Background: an optimization exercise with open tools, aiming at small area, a short achievable clock period and few clock cycles per item. Do not read the settings as production practice. RTL that was checked went through simulation tests only; none was proved equivalent to the original. Only the layout flow was run in runs 2 to 4; the RTL was not checked for function there.

==> flow/design.v, too long to show whole: its modules and the start of the top module <==
// module systolic_array_os: 3033 lines
// module sa_fa: 4 lines
// module sa_ha: 4 lines
module systolic_array_os #(
  parameter  int N      = 4,
  parameter  int DATA_W = 8,
  parameter  int ACC_W  = 24,
  parameter  int MAX_K  = 64,
  localparam int KW     = $clog2(MAX_K + 1),
  localparam int IW     = (N > 1) ? $clog2(N) : 1
) (
  input  logic                clk,
  input  logic                reset_n,
  input  logic                start,
  input  logic [KW-1:0]       k_len,
  input  logic                in_valid,
  output logic                in_ready,
  input  logic [N*DATA_W-1:0] a_vec,
  input  logic [N*DATA_W-1:0] b_vec,
  output logic                out_valid,
  input  logic                out_ready,
  output logic [IW-1:0]       out_idx,
  output logic [N*ACC_W-1:0]  out_row,
  output logic                busy,
  output logic                done
);
  // ...
==> flow/flow/run.sh <==
#!/bin/bash
# The standard layout (standard.sh: the standard synthesis, floorplan, placement,
# CTS, routing) with three settings changed: the timing repair steps aim at a 6 ns
# setup margin (a 3 ns period) instead of the design's 9 ns period, they repair only
# the worst path (TNS_END_PERCENT=0), and the port buffers are buf_4 cells.
# Make's full output goes to standard.log; each ORFS step also keeps its own log under
# orfs/logs/.
set -euo pipefail
bash standard.sh SETUP_SLACK_MARGIN=6.0 TNS_END_PERCENT=0 \
  "BUFFER_PORTS_ARGS=-buffer_cell sky130_fd_sc_hd__buf_4" finish > standard.log 2>&1
==> flow/standard.sh <==
#!/bin/bash
# synth_recipe.tcl (not shown) runs the flow's synth.tcl, then flattens the netlist and writes it again
# the make line also repeats each setting of config.mk as NAME=value (left out here)
make -C /OpenROAD-flow-scripts/flow DESIGN_CONFIG=/design/flow/config.mk WORK_HOME=/design/flow/orfs CLKGATE_MAP_FILE= SYNTH_SCRIPT=/design/flow/synth_recipe.tcl "${@:-finish}"
==> flow/config.mk <==
export PLATFORM = sky130hd
export DESIGN_NAME = systolic_array_os
export DESIGN_NICKNAME = systolic_array_os
export VERILOG_FILES = /design/flow/design.v
export SDC_FILE = /design/flow/constraint.sdc
export NUM_CORES = 4
export LEC_CHECK = 0
export CAP_MARGIN = 20
export CORE_MARGIN = 2
export CORE_UTILIZATION = 40
export SLEW_MARGIN = 20
export SYNTH_HIERARCHICAL = 1
==> flow/constraint.sdc <==
create_clock -name core_clock -period 9.0 [get_ports {clk}]
set_input_delay 1.8000 -clock core_clock [delete_from_list [all_inputs] [get_ports {clk}]]
set_output_delay 1.8000 -clock core_clock [all_outputs]
set_load 0.01 [all_outputs]
==> impl_metrics.csv, run 1 <==
group,metric,value,unit
worst_hold_path,hold_path_end,"ld_q",
clocking,ctsHoldBuffers,0,
clocking,cts_resized,41,
synth,netlist_area,60500,µm²
synth,synth-main-ff-cell,"dfxtp_1",
critical_path,crit_arrival,1.43,ns
route,drcViolationCount,0,
sta,max_freq,309,MHz
synth,synth_fp_nets,6964,
synth,ys_ff_latch,824,
critical_path,path_cells,"buf_4",
critical_path,r2r-end,"acc1[9][10]",
sta,fin_worst_hold_slack,0.345,ns
final_layout,finalCoreUtilization,45.3,%
clocking,cts_tree,"yes",
grt,use_met1,31.4,%
clocking,insertion_delay,0.73,ns
synth,yosysTopAreaCellShare,23.3,%
clocking,cts_buffers,101,
synth,synth_adder_area_share,30.6,%
run_status,status,"no timing/DRC/antenna violations",
synth,synth_compound_area_share,13.9,%
critical_path,cp-endpoint,"out_row[1]",
floorplan,io_pins,178,
synth,synthTopCellsByCount,"a22oi_1, dfxtp_1, fa_1",
synth,synth.most_common_cell,"a22oi_1",
sta,period_share,35.9,%
sta,hold_viol,0,
critical_path,startpoint,"out_q[0][1]",
sta,slew_headroom,27.4,%
synth,avgSynthCellArea,10.4,µm²
critical_path,worstPathBufferInverterCount,1,
Testbench counts, summed over its fixed seeds: cycles 15,559, jobs 384.
==> run 2: changes to the inputs <==
--- a/flow/design.v
+++ b/flow/design.v
@@ -25,17 +25,17 @@
   localparam int B   = 15;
   localparam int NCQ = 2;
   localparam logic [B-1:0]  MASK0 = B'('b111111111111111);
   localparam logic [B-1:0]  MASK1 = B'('b111111111111111);
   localparam logic [SW-1:0] BOOTH_C = 22'h3fab00;
   logic          busy_q, ir_q, wait_q, ld_q, ov_q, clr_q, done_q;
   logic [KW-1:0] kr_q;
   logic [IW-1:0] row_q;
-  logic [N-1:0]  sel_q [N];
+  logic [N-1:0]  sel_q;
   logic          start_acc, accept, take, last_beat, last_row, load;
   assign start_acc = start && !busy_q;
   assign accept    = in_valid && ir_q;
   assign take      = ov_q && out_ready;
   assign last_beat = kr_q == KW'(1);
   assign last_row  = row_q == IW'(N - 1);
   assign load      = ld_q || (take && !last_row);
   assign busy      = busy_q;
@@ -49,17 +49,17 @@
       ir_q   <= 1'b0;
       wait_q <= 1'b0;
       ld_q   <= 1'b0;
       ov_q   <= 1'b0;
       clr_q  <= 1'b0;
       done_q <= 1'b0;
       kr_q   <= '0;
       row_q  <= '0;
-      for (int j = 0; j < N; j++) sel_q[j] <= '0;
+      sel_q  <= '0;
     end else begin
       clr_q  <= start_acc;
       done_q <= take && last_row;
       wait_q <= (start_acc && k_len == '0) || (accept && last_beat);
       ld_q   <= wait_q;
       if (start_acc) begin
         busy_q <= 1'b1;
         ir_q   <= k_len != '0;
@@ -69,19 +69,18 @@
         if (accept) begin
           kr_q <= kr_q - KW'(1);
           if (last_beat) ir_q <= 1'b0;
         end
       end
       if (ld_q) ov_q <= 1'b1;
       else if (take && last_row) ov_q <= 1'b0;
       if (take) row_q <= row_q + IW'(1);
-      for (int j = 0; j < N; j++)
-        if (start_acc) sel_q[j] <= N'(1) << j;
-        else if (load) sel_q[j] <= {sel_q[j][N-2:0], sel_q[j][N-1]};
+      if (start_acc) sel_q <= 1;
+      else if (load) sel_q <= {sel_q[N-2:0], sel_q[N-1]};
     end
   end
   logic [DATA_W-1:0]   a_q  [N];
   logic [DATA_W/2-1:0] b1_q [N];
   logic [DATA_W/2-1:0] b2_q [N];
   logic [DATA_W/2-1:0] bn_q [N];
   always_ff @(posedge clk) begin
     for (int i = 0; i < N; i++) a_q[i] <= accept ? a_vec[i*DATA_W +: DATA_W] : '0;
@@ -127,20 +126,20 @@
   logic [SW-1:0]   out_q [N];
   always_comb begin
     for (int j = 0; j < N; j++) begin
       rs0[j] = '0;
       rs1[j] = '0;
       ru[j]  = '0;
       rc[j]  = '0;
       for (int r = 0; r < N; r++) begin
-        rs0[j] = rs0[j] | (acc0[r][j] & MASK0 & {B{sel_q[j][(r+j)%N]}});
-        rs1[j] = rs1[j] | (acc1[r][j] & MASK1 & {B{sel_q[j][(r+j)%N]}});
-        ru[j]  = ru[j] | (accu[r][j] & {(SW-B){sel_q[j][(r+j)%N]}});
-        rc[j]  = rc[j] | (cq[r][j] & {NCQ{sel_q[j][(r+j)%N]}});
+        rs0[j] = rs0[j] | (acc0[r][j] & MASK0 & {B{sel_q[r]}});
+        rs1[j] = rs1[j] | (acc1[r][j] & MASK1 & {B{sel_q[r]}});
+        ru[j]  = ru[j] | (accu[r][j] & {(SW-B){sel_q[r]}});
+        rc[j]  = rc[j] | (cq[r][j] & {NCQ{sel_q[r]}});
       end
     end
   end
   for (genvar j = 0; j < N; j++) begin : g_cpa
     logic [SW-1:0] x, y, p, g;
     wire fs = ru[j][0] ^ rc[j][0] ^ rc[j][1];
     wire fc = (ru[j][0] & rc[j][0]) | (ru[j][0] & rc[j][1]) | (rc[j][0] & rc[j][1]);
     assign x = {ru[j][SW-B-1:1], fs, rs0[j]};
@@ -212,44 +211,49 @@
     wire g38 = g28 | (p28 & g24);
     wire g39 = g[16] | (p[16] & g38);
     wire g40 = g8 | (p8 & g38);
     wire g41 = g19 | (p19 & g38);
     wire g42 = g20 | (p20 & g38);
     wire g43 = g29 | (p29 & g38);
     wire g44 = g30 | (p30 & g38);
     assign res[j][0] = p[0];
-    assign res[j][1] = p[1] ^ g[0];
-    assign res[j][2] = p[2] ^ g0;
-    assign res[j][3] = p[3] ^ g11;
-    assign res[j][4] = p[4] ^ g12;
-    assign res[j][5] = p[5] ^ g21;
-    assign res[j][6] = p[6] ^ g22;
-    assign res[j][7] = p[7] ^ g23;
-    assign res[j][8] = p[8] ^ g24;
-    assign res[j][9] = p[9] ^ g31;
-    assign res[j][10] = p[10] ^ g32;
-    assign res[j][11] = p[11] ^ g33;
-    assign res[j][12] = p[12] ^ g34;
-    assign res[j][13] = p[13] ^ g35;
-    assign res[j][14] = p[14] ^ g36;
-    assign res[j][15] = p[15] ^ g37;
-    assign res[j][16] = p[16] ^ g38;
-    assign res[j][17] = p[17] ^ g39;
-    assign res[j][18] = p[18] ^ g40;
-    assign res[j][19] = p[19] ^ g41;
-    assign res[j][20] = p[20] ^ g42;
-    assign res[j][21] = p[21] ^ g43;
+    sa_xor u_x1 (.a(p[1]), .b(g[0]), .y(res[j][1]));
+    sa_xor u_x2 (.a(p[2]), .b(g0), .y(res[j][2]));
+    sa_xor u_x3 (.a(p[3]), .b(g11), .y(res[j][3]));
+    sa_xor u_x4 (.a(p[4]), .b(g12), .y(res[j][4]));
+    sa_xor u_x5 (.a(p[5]), .b(g21), .y(res[j][5]));
+    sa_xor u_x6 (.a(p[6]), .b(g22), .y(res[j][6]));
+    sa_xor u_x7 (.a(p[7]), .b(g23), .y(res[j][7]));
+    sa_xor u_x8 (.a(p[8]), .b(g24), .y(res[j][8]));
+    sa_xor u_x9 (.a(p[9]), .b(g31), .y(res[j][9]));
+    sa_xor u_x10 (.a(p[10]), .b(g32), .y(res[j][10]));
+    sa_xor u_x11 (.a(p[11]), .b(g33), .y(res[j][11]));
+    sa_xor u_x12 (.a(p[12]), .b(g34), .y(res[j][12]));
+    sa_xor u_x13 (.a(p[13]), .b(g35), .y(res[j][13]));
+    sa_xor u_x14 (.a(p[14]), .b(g36), .y(res[j][14]));
+    sa_xor u_x15 (.a(p[15]), .b(g37), .y(res[j][15]));
+    sa_xor u_x16 (.a(p[16]), .b(g38), .y(res[j][16]));
+    sa_xor u_x17 (.a(p[17]), .b(g39), .y(res[j][17]));
+    sa_xor u_x18 (.a(p[18]), .b(g40), .y(res[j][18]));
+    sa_xor u_x19 (.a(p[19]), .b(g41), .y(res[j][19]));
+    sa_xor u_x20 (.a(p[20]), .b(g42), .y(res[j][20]));
+    sa_xor u_x21 (.a(p[21]), .b(g43), .y(res[j][21]));
+  end
+  logic [SW-1:0] out_d [N];
+  for (genvar j = 0; j < N; j++) begin : g_outq
+    for (genvar c = 0; c < SW; c++) begin : g_bit
+      sa_mux u_m (.a(out_q[j][c]), .b(res[j][c]), .s(load), .y(out_d[j][c]));
+    end
   end
   always_ff @(posedge clk) begin
-    for (int j = 0; j < N; j++)
-      if (load) out_q[j] <= res[j];
+    for (int j = 0; j < N; j++) out_q[j] <= out_d[j];
   end
   always_comb begin
-    for (int j = 0; j < N; j++) out_row[j*ACC_W +: ACC_W] = {{(ACC_W-SW){out_q[j][SW-1]}}, out_q[j]};
+    for (int j = 0; j < N; j++) out_row[j*ACC_W +: ACC_W] = ACC_W'($signed(out_q[j]));
   end
   wire m00_w0 = (b1_q[0][0] & a_q[0][0]) ^ bn_q[0][0];
   wire m00_w1 = ((b1_q[0][0] & a_q[0][1]) | (b2_q[0][0] & a_q[0][0])) ^ bn_q[0][0];
   wire m00_w2 = ((b1_q[0][0] & a_q[0][2]) | (b2_q[0][0] & a_q[0][1])) ^ bn_q[0][0];
   wire m00_w3 = ((b1_q[0][0] & a_q[0][3]) | (b2_q[0][0] & a_q[0][2])) ^ bn_q[0][0];
   wire m00_w4 = ((b1_q[0][0] & a_q[0][4]) | (b2_q[0][0] & a_q[0][3])) ^ bn_q[0][0];
   wire m00_w5 = ((b1_q[0][0] & a_q[0][5]) | (b2_q[0][0] & a_q[0][4])) ^ bn_q[0][0];
   wire m00_w6 = ((b1_q[0][0] & a_q[0][6]) | (b2_q[0][0] & a_q[0][5])) ^ bn_q[0][0];
@@ -3034,8 +3038,14 @@
 module sa_fa (input logic a, b, c, output logic s, co);
   assign s  = a ^ b ^ c;
   assign co = (a & b) | (a & c) | (b & c);
 endmodule
 module sa_ha (input logic a, b, output logic s, co);
   assign s  = a ^ b;
   assign co = a & b;
 endmodule
+module sa_xor (input logic a, b, output logic y);
+  assign y = a ^ b;
+endmodule
+module sa_mux (input logic a, b, s, output logic y);
+  assign y = s ? b : a;
+endmodule
==> flow/flow/run.sh (replaced) <==
#!/bin/bash
# Standard layout, with timing repair aiming past the design's clock period.
set -euo pipefail
cp standard.sh standard_copy.log
bash standard.sh SETUP_SLACK_MARGIN=6 finish > standard.log 2>&1
==> impl_metrics.csv, run 2 <==
group,metric,value,unit
synth,yosysTopAreaCell,"dfxtp_1",
floorplan,num_rows,141,
placed_design,gp_congestion,0.828,
clocking,insertion_delay,0.72,ns
route,vias_per_cell,5.55,
route,drcViolationCount,0,
sta,finalSetupTns,0,ns
route,drt_iter0_markers,3661,
final_layout,largestRegisters,"acc0: 240 flops, acc1: 240 flops, accu: 112 flops",
placed_design,dpl_worst_slack,4.62,ns
critical_path,endpoint_kind,"flop",
critical_path,crit_required,9.60,ns
synth,synth_area_leaders,"dfxtp_1, fa_1, a22oi_1",
clocking,cts_buffer_depth,3,
synth,synth_edf_count,0,
critical_path,crit_type,"reg2reg",
clocking,cts-root-buf,"clkbuf_16",
critical_path,crit_arrival,3.93,ns
floorplan,die_w,390,µm
final_layout,areaGrowthSynthToFinish,17.9,%
grt,grt_overflow,0,
clocking,cts-htree-levels,3,
floorplan,die_area,152000,µm²
sta,drv_slew,0,
synth,synth_fp_nets,6885,
placed_design,hpwl,109000,µm
final_layout,stdcell_count,7836,
synth,seq_area_frac_synth,27.4,%
route,ant_nets,0,
floorplan,io_pins,178,
final_layout,layout_commonest_cell,"a22oi_1",
critical_path,slowest_stage,"dfrtp_4",
final_layout,nNetsFinal,6946,
clocking,clk_pin_slew_worst_paths,0.06,ns
run_status,status,"no timing/DRC/antenna violations",
sta,hold_viol,0,
synth,ys_ff_latch,812,
sta,skew,0.0449,ns
critical_path,cpPeakStageDelay,0.56,ns
sta,grt_setup_unrepaired,"yes",
sta,worst_pin_slew,1.06,ns
floorplan,die_y,390,µm
synth,synth-main-ff-cell,"dfxtp_1",
route,wl_per_cell,24.1,µm
synth,yosysTopAreaCellShare,26.6,%
synth,ys_types,53,
grt,antenna_found_initial,4,
synth,async_flop_share,2.46,%
synth,avgSynthCellArea,10.4,µm²
synth,syn_inst,5754,
clocking,ctsHoldBuffers,0,
floorplan,start_util,40.3,%
floorplan,coreArea,148000,µm²
sta,fin_crit,3.33,ns
grt,grt_max_degree,190,
sta,max_freq,300,MHz
synth,netlist_area,59600,µm²
grt,grt_pass1_vias,45700,
clocking,cts_tree,"yes",
critical_path,crit_top_cell,"buf_12",
route,dr.pass1.iters,8,
placed_design,port_buffers,177,
sta,setup-violations-final,0,
critical_path,crit_path_start_kind,"flop",
sta,slew_headroom,29.4,%
flow_run,maxCapViolations,0,
synth,synthTopCellsByCount,"dfxtp_1, a22oi_1, fa_1",
sta,period_share,37.0,%
critical_path,cp_max_fo,7,
final_layout,drive_gt1_share,16.3,%
synth,synth.most_common_cell,"dfxtp_1",
final_layout,final_cell_mix,"a22oi_1, dfxtp_1, fa_1",
sta,setup_slack,5.67,ns
route,vias,43500,
synth,yosys_warnings,42,
placed_design,dp_cells,7505,
worst_hold_path,min_path_type,"reg2reg",
grt,gr-usage-all-layers,24.5,%
critical_path,path_cells,"buf_12 -> buf_16 -> a22o_1 -> a221oi_2 -> fa_2 -> inv_2 -> ha_4 -> or4_4 -> a21oi_4 -> buf_12 -> nor4_2 -> xor2_1 -> mux2_4",
clocking,cts_buffers,100,
grt,grt_pass1_wl,285000,µm
clocking,clock-sinks,812,
route,routed_wl,189000,µm
[run 2: cell count changes after synthesis, sizes merged, moves of 14 or more]
cell / change
clkbuf: +17
mux2: +89
fa: -20
o211ai: -23
xor2: +71
xnor2: -23
edfxtp: -88
o311ai: -14
dfxtp: +88
nand2: -15
buf: -16
inv: -55
[run 2: final timing paths]
check	end	startpoint	depth (start not counted)	slack [ns]
worst max-delay path	out_q[1][18]	sel_q[1]	13	5.67
worst min-delay path	ld_q	wait_q	0	0.36
max in group asynchronous	clr_q	reset_n	1	7.59
worst max register to register	out_q[1][18]	sel_q[1]	13	5.67
min in group asynchronous	kr_q[4]	reset_n	1	1.03
worst min register to register	ld_q	wait_q	0	0.36
[run 2: what timing repair did]
item                                    CTS  global route
setup buffers                            81            30
gates cloned                             21             6
gates resized for setup                 861           164
pin swaps                                52            57
endpoints found under the hold margin     0             0
endpoints found under the setup margin  296           261
[run 2: layer usage]
metal / part of all wire [%] / global-route usage, % / vias up
met2: 46 / 39.1 / 1688
met3: 8.3 / 4.88 / 317
met4: 3.4 / 8.36 / 2
met5: 0.0069 / 0 / -
met1: 43 / 33.1 / 21900
li1: - / - / 19500
[run 2: metrics by stage]
| step | cell area, µm² | util, % | hold slack, ns |
|---|---|---|---|
| detailed placement | 62800 | 42.5 | 0.355 |
| CTS | 69100 | 46.8 | 0.367 |
| finish | 70300 | 47.6 | 0.359 |
| global route | 70300 | 47.6 | 0.366 |
| floorplan | 59700 | - | 0.331 |
| global placement | 62800 | 42.5 | 0.351 |
[run 2: per-module statistics from Yosys (local to each module, per instance)]
module | area, µm² | flops+latches | cells inside | copies in the design
sa_xor | 8.76 | 0 | 1 | 84
systolic_array_os | 42700 | 812 | 4782 | 1
sa_ha | 12.5 | 0 | 1 | 160
sa_fa | 20.0 | 0 | 1 | 640
sa_mux | 15.0 | 0 | 1 | 88
[run 2: cell type report]
cell class | instances | area (µm²)
diodes | 6 | 15.0
well taps | 1930 | 2410
clock inverters | 41 | 447
repair buffers | 394 | 4670
multi-input cells | 4111 | 41600
fillers | 13400 | 77500
clock buffers | 146 | 3000
flip-flops and latches | 812 | 16700
inverters | 396 | 1490
[run 2: cells by family after synthesis]
kind of cell	share of synthesized area, %
DFF	27.4
buffers and inverters	5.44
and+or+nand+nor	10.7
xor gates and xnor gates	10.3
adders and majority gates	30.5
AOI/OAI and AO/OA	13.0
muxes	2.77
[run 2: critical path: cells and delay by family (launching register included)]
| family | cells | cell delay (ns) |
|---|---|---|
| AO/OA/AOI/OAI | 3 | 0.66 |
| AND/OR/NAND/NOR | 2 | 0.57 |
| flip-flops | 1 | 0.56 |
| buffers and inverters | 4 | 0.56 |
| adder cells (fa/ha/maj) | 2 | 0.42 |
| multiplexers | 1 | 0.26 |
| XOR/XNOR | 1 | 0.15 |
==> run 3: changes to the inputs <==
--- a/flow/config.mk
+++ b/flow/config.mk
@@ -9,3 +9,3 @@
 export CORE_MARGIN = 2
-export CORE_UTILIZATION = 40
+export CORE_UTILIZATION = 55
 export SLEW_MARGIN = 20
==> impl_metrics.csv, run 3 <==
group,metric,value,unit
run_status,status,"no timing/DRC/antenna violations",
sta,period_share,36.5,%
synth,syn_inst,5754,
floorplan,die_y,333,µm
floorplan,coreArea,107000,µm²
sta,slew_headroom,37.4,%
grt,antenna_found_initial,2,
critical_path,rr_startpoint,"sel_q[2]",
worst_hold_path,min_path_type,"reg2reg",
synth,synth-main-ff-cell,"dfxtp_1",
critical_path,crit_top_cell,"a21oi_4",
floorplan,num_rows,120,
final_layout,nFillCells,8614,
sta,hold_viol,0,
clocking,clock-sinks,812,
clocking,insertion_delay,0.69,ns
synth,ys_types,53,
grt,grt_max_degree,92,
critical_path,r2r-end,"out_q[1][20]",
grt,grt_pass1_vias,45400,
placed_design,dpl_worst_slack,4.61,ns
critical_path,endpoint_kind,"flop",
route,ant_nets,0,
critical_path,startpoint,"sel_q[2]",
synth,async_flop_share,2.46,%
grt,busiest_layer,"met2",
critical_path,crit_path_start_kind,"flop",
final_layout,multiInputGateArea,42000,µm²
grt,use_met3,5.56,%
floorplan,io_pins,178,
critical_path,crit_type,"reg2reg",
route,dr.pass1.iters,6,
critical_path,crit_required,9.57,ns
grt,grt_pass1_wl,285000,µm
worst_hold_path,holdPathStages,0,
synth,yosys_warnings,42,
grt,use_met1,45.2,%
sta,grt_setup_unrepaired,"yes",
floorplan,start_util,55.5,%
synth,yosysTopAreaCell,"dfxtp_1",
placed_design,hpwl,105000,µm
critical_path,rr_worst_depth,12,
clocking,cts-root-buf,"clkbuf_16",
synth,synth_edf_count,0,
synth,netlist_area,59600,µm²
critical_path,path_cells,"buf_8 -> buf_16 -> a22oi_2 -> nand2_1 -> ha_2 -> a21oi_4 -> o21ai_4 -> or4_4 -> a21oi_4 -> nor4b_2 -> xor2_1 -> mux2_4",
critical_path,slowest_stage,"dfrtp_4",
synth,yosysTopAreaCellShare,26.6,%
route,routed_wl,189000,µm
critical_path,crit_arrival,3.85,ns
final_layout,areaGrowthSynthToFinish,16.5,%
synth,seq_area_frac_synth,27.4,%
sta,skew,0.0277,ns
clocking,clk_pin_slew_worst_paths,0.06,ns
grt,grt_util_met2,55.2,%
placed_design,port_buffers,177,
sta,finalSetupTns,0,ns
synth,avgSynthCellArea,10.4,µm²
sta,max_freq,305,MHz
critical_path,cp-endpoint,"out_q[1][20]",
synth,synth_fp_nets,6885,
synth,synthTopCellsByCount,"dfxtp_1, a22oi_1, fa_1",
placed_design,place_area,62200,µm²
sta,setup-violations-final,0,
synth,synth.most_common_cell,"dfxtp_1",
sta,worst_pin_slew,0.936,ns
critical_path,worstPathBufferInverterCount,2,
route,wl_per_cell,25.9,µm
final_layout,ff_latch_area,16500,µm²
floorplan,die_area,111000,µm²
placed_design,gp_congestion,0.801,
final_layout,final_cell_mix,"dfxtp_1, fa_1, a22oi_1",
route,drcViolationCount,0,
sta,setup_slack,5.72,ns
clocking,cts_buffer_depth,3,
final_layout,drive_gt1_share,16.4,%
clocking,cts-htree-levels,3,
final_layout,layout_commonest_cell,"dfxtp_1",
critical_path,critPathTopFamily,"compound AO/OA/AOI/OAI gates",
route,vias,43800,
sta,fin_crit,3.28,ns
critical_path,cp.depth,12,
route,vias_per_cell,6.00,
sta,drv_slew,0,
clocking,cts_tree,"yes",
critical_path,cpPeakStageDelay,0.58,ns
flow_run,maxCapViolations,0,
final_layout,design_area,69500,µm²
grt,grt_overflow,0,
critical_path,r2r_slack,5.72,ns
clocking,cts_buffers,97,
synth,synth_area_leaders,"dfxtp_1, fa_1, a22oi_1",
floorplan,die_w,333,µm
critical_path,cp_max_fo,18,
final_layout,largestRegisters,"acc0: 240 flops, acc1: 240 flops, accu: 112 flops",
route,drt_iter0_markers,3512,
clocking,ctsHoldBuffers,0,
synth,ys_ff_latch,812,
final_layout,nNetsFinal,6945,
grt,gr-usage-all-layers,33.8,%
## run 3: cell counts after synthesis
Identical to the previous run, type by type.
## run 3: logic make-up (layout without fill, tap and decap cells)
group,after synthesis,after routing,synth area share [%]
xor+xnor,699,699,10.3
simple gates,1170,1170,10.7
compound gates,1068,1068,13.0
mux,119,119,2.77
buf+inv,831,967,5.44
fa+ha+maj,1055,1055,30.5
other cells,0,2,0
flops,812,812,27.4
## run 3: layout make-up
| class | count | share of cell area (%) |
|---|---|---|
| inverters | 396 | 2.15 |
| repair inverters | 1 | 0.0108 |
| clock buffers | 145 | 4.20 |
| flip-flops and latches | 812 | 23.8 |
| diodes | 2 | 0.00721 |
| well taps | 1403 | 2.53 |
| multi-input cells | 4111 | 60.5 |
| repair buffers | 395 | 6.28 |
| clock inverters | 30 | 0.571 |
## run 3: metrics by stage
| step | cells | util [%] | hold WS, ns |
|---|---|---|---|
| 2_1_floorplan | 5754 | - | 0.331 |
| 3_3_place_gp | 6988 | 57.9 | 0.333 |
| 3_5_place_dp | 6988 | 57.9 | 0.336 |
| 4_1_cts | 7265 | 63.7 | 0.351 |
| 5_1_grt | 7293 | 64.7 | 0.384 |
| 6_report | 7295 | 64.7 | 0.364 |
## run 3: how the worst min path moves through the flow
stage           end   start  slack (ns)
5_1_grt        ld_q  wait_q        0.38
2_1_floorplan  ld_q  wait_q        0.33
4_1_cts        ld_q  wait_q        0.35
6_report       ld_q  wait_q        0.36
3_5_place_dp   ld_q  wait_q        0.34
3_3_place_gp   ld_q  wait_q        0.33
## run 3: metal layers
metal,up-vias,part of all wire [%]
met3,381,7.7
met2,1733,46
met5,-,0
met1,22100,42
li1,19500,-
met4,0,4.1
## run 3: Yosys stat by module (local to each module, per instance)
module	flip-flops and latches	copies in the design	area (µm²)
sa_fa	0	640	20.0
sa_xor	0	84	8.76
sa_mux	0	88	15.0
systolic_array_os	812	1	42700
sa_ha	0	160	12.5
## run 3: repair_timing
item                                    CTS  global route
gates cloned                             30             7
setup buffers                            72            21
endpoints found under the setup margin  387           216
pin swaps                               105            54
resized for setup                       794           161
==> run 4: changes to the inputs <==
==> flow/flow/run.sh (replaced) <==
#!/bin/bash
# Standard layout, with timing repair aiming past the design's clock period.
set -euo pipefail
cp standard.sh standard_copy.log
bash standard.sh SETUP_SLACK_MARGIN=5.7 finish > standard.log 2>&1
--- a/flow/config.mk
+++ b/flow/config.mk
@@ -9,3 +9,3 @@
 export CORE_MARGIN = 2
-export CORE_UTILIZATION = 55
+export CORE_UTILIZATION = 40
 export SLEW_MARGIN = 20
==> impl_metrics.csv, run 4 <==
group,metric,value,unit
run_status,status,"no timing/DRC/antenna violations",
floorplan,die_y,390,µm
final_layout,ff_latch_area,16400,µm²
sta,setup-violations-final,0,
clocking,cts-root-buf,"clkbuf_16",
worst_hold_path,holdPathStages,0,
sta,period_share,36.8,%
grt,antenna_found_initial,6,
critical_path,crit_type,"reg2reg",
floorplan,num_rows,141,
synth,yosysTopAreaCell,"dfxtp_1",
route,routed_wl,183000,µm
synth,seq_area_frac_synth,27.4,%
sta,drv_slew,0,
synth,async_flop_share,2.46,%
grt,grt_pass1_wl,277000,µm
synth,synth.most_common_cell,"dfxtp_1",
critical_path,endpoint_kind,"flop",
clocking,cts_buffers,100,
grt,gr-usage-all-layers,23.7,%
clocking,cts-htree-levels,3,
critical_path,rr_startpoint,"sel_q[2]",
placed_design,dp_cells,7505,
critical_path,crit_path_start_kind,"flop",
synth,synth_area_leaders,"dfxtp_1, fa_1, a22oi_1",
route,drcViolationCount,0,
synth,yosysTopAreaCellShare,26.6,%
critical_path,r2r-end,"out_q[3][13]",
final_layout,multiInputGateArea,40800,µm²
critical_path,r2r_slack,5.68,ns
synth,avgSynthCellArea,10.4,µm²
route,vias,43000,
sta,skew,0.0436,ns
floorplan,die_w,390,µm
worst_hold_path,min_path_type,"reg2reg",
sta,hold_viol,0,
final_layout,final_cell_mix,"dfxtp_1, a22oi_1, fa_1",
synth,syn_inst,5754,
synth,ys_ff_latch,812,
route,drt_iter0_markers,3342,
placed_design,port_buffers,177,
synth,netlist_area,59600,µm²
route,vias_per_cell,5.54,
clocking,cts_buffer_depth,3,
synth,synth_fp_nets,6885,
clocking,insertion_delay,0.72,ns
final_layout,layout_commonest_cell,"dfxtp_1",
sta,grt_setup_unrepaired,"yes",
critical_path,cp_max_fo,15,
sta,slew_headroom,28.5,%
floorplan,start_util,40.3,%
worst_hold_path,min-delay-start,"wait_q",
synth,yosys_warnings,42,
synth,synthTopCellsByCount,"dfxtp_1, a22oi_1, fa_1",
synth,synth_edf_count,0,
critical_path,crit_required,9.60,ns
critical_path,rr_worst_depth,14,
final_layout,nNetsFinal,6868,
final_layout,largestRegisters,"acc0: 240 flops, acc1: 240 flops, accu: 112 flops",
final_layout,stdcell_count,7755,
grt,grt_max_degree,190,
clocking,cts_tree,"yes",
sta,fin_crit,3.32,ns
final_layout,finalCoreUtilization,46.0,%
sta,finalSetupTns,0,ns
placed_design,gp_congestion,0.828,
sta,max_freq,302,MHz
worst_hold_path,hold_path_end,"ld_q",
synth,synth-main-ff-cell,"dfxtp_1",
floorplan,coreArea,148000,µm²
clocking,clk_pin_slew_worst_paths,0.06,ns
sta,setup_slack,5.68,ns
floorplan,die_area,152000,µm²
route,wl_per_cell,23.7,µm
grt,grt_pass1_vias,45000,
final_layout,areaGrowthSynthToFinish,14.1,%
placed_design,dpl_worst_slack,4.62,ns
clocking,clock-sinks,812,
flow_run,maxCapViolations,0,
final_layout,nFillCells,13600,
route,dr.pass1.iters,6,
placed_design,hpwl,109000,µm
final_layout,drive_gt1_share,10.5,%
floorplan,io_pins,178,
critical_path,crit_arrival,3.92,ns
route,ant_nets,0,
sta,worst_pin_slew,1.07,ns
grt,grt_overflow,0,
synth,ys_types,53,
==> run 4: per-module statistics from Yosys (local to each module, per instance) <==
module | times used | flip-flops and latches
systolic_array_os | 1 | 812
sa_mux | 88 | 0
sa_fa | 640 | 0
sa_ha | 160 | 0
sa_xor | 84 | 0
==> run 4: cell families after synthesis <==
logic type               synth area share, %
AO/OA/AOI/OAI                           13.0
multiplexers                            2.77
buffers and inverters                   5.44
AND/OR/NAND/NOR                         10.7
adder cells (fa/ha/maj)                 30.5
flip-flops                              27.4
XOR/XNOR                                10.3
==> run 4: area by class of cell <==
cell class / count / area share [%]
Clock buffer: 146 / 4.41
Inverter: 396 / 2.19
Tap cell: 1930 / 3.55
Sequential cell: 812 / 24.2
Antenna cell: 3 / 0.0110
Clock inverter: 41 / 0.656
Timing Repair Buffer: 316 / 5.03
Multi-Input combinational cell: 4111 / 60.0
==> run 4: worst max-delay path by stage <==
stage	start	to	slack, ns	cells after the start
after global routing	sel_q[1]	out_q[1][18]	5.61	13
after floorplan	out_ready	out_q[0][0]	4.39	5
after CTS	sel_q[0]	out_q[1][21]	5.67	12
after detailed placement	out_ready	out_q[2][7]	4.62	7
final	sel_q[2]	out_q[3][13]	5.68	14
after global placement	out_ready	out_q[2][5]	4.65	7
==> run 4: metal layers <==
metal  GRT usage, %  wire, µm  share of wire (%)
met5              0        13             0.0071
met2           38.0     83600                 46
met1           32.0     80500                 44
met4           7.86      5670                3.1
met3           4.60     13700                7.5
==> run 4: worst max-delay path, cell delays in order, from the launching register on <==
cell       delay, ns
dfrtp_4         0.48
buf_12          0.17
buf_12          0.17
clkbuf_16       0.19
a22oi_1         0.18
nand2_1         0.08
ha_1            0.32
a21o_1          0.21
a22o_1          0.25
a41o_4          0.27
a21oi_4         0.19
inv_2           0.05
a21o_1          0.18
xor2_1          0.16
mux2_4          0.26
==> run 4: repair_timing <==
| item | CTS | global route |
|---|---|---|
| gates cloned | 8 | 10 |
| setup buffers | 32 | 10 |
| hold buffers | 0 | 0 |
| endpoints found under the setup margin | 190 | 40 |
| resized for setup | 240 | 72 |
| pin swaps | 16 | 23 |
==> run 4: per-stage QoR <==
stage          area (µm²)  hold WS (ns)
4_1_cts             67300         0.367
3_3_place_gp        62800         0.351
3_5_place_dp        62800         0.355
2_1_floorplan       59700         0.331
6_report            68100         0.359
5_1_grt             68000         0.366

-- port drivers added, routing unchanged --
The flow's constraints put no driver on any port. The routed layouts listed below were extracted and timed again, unchanged, in two steps. Step 1 sets driving cells, clkbuf_16 on the clock port and buf_2 on the other inputs (assumed; they add their load-dependent delay and slew). Step 2 also shifts input and output timing later by t, the mid clock arrival at the registers, as if the neighbouring blocks saw the same clock. Slacks: ideal / step 1 / step 2; pairs: ideal / step 1.
run | shift t [ns] | setup slack, ns | clock arrival spread, ns
run 1 | 0.799 | 5.767 / 5.680 / 5.204 | 0.047 / 0.047
run 2 | 0.786 | 5.671 / 5.671 / 5.272 | 0.050 / 0.050
run 3 | 0.756 | 5.716 / 5.716 / 5.346 | 0.034 / 0.034
run 4 | 0.788 | 5.685 / 5.676 / 5.050 | 0.050 / 0.050
After both steps setup and hold are still met in every run listed. The setup slack of run 4, which loses most, moves by -0.009 ns with the drivers and by -0.635 ns with both steps.
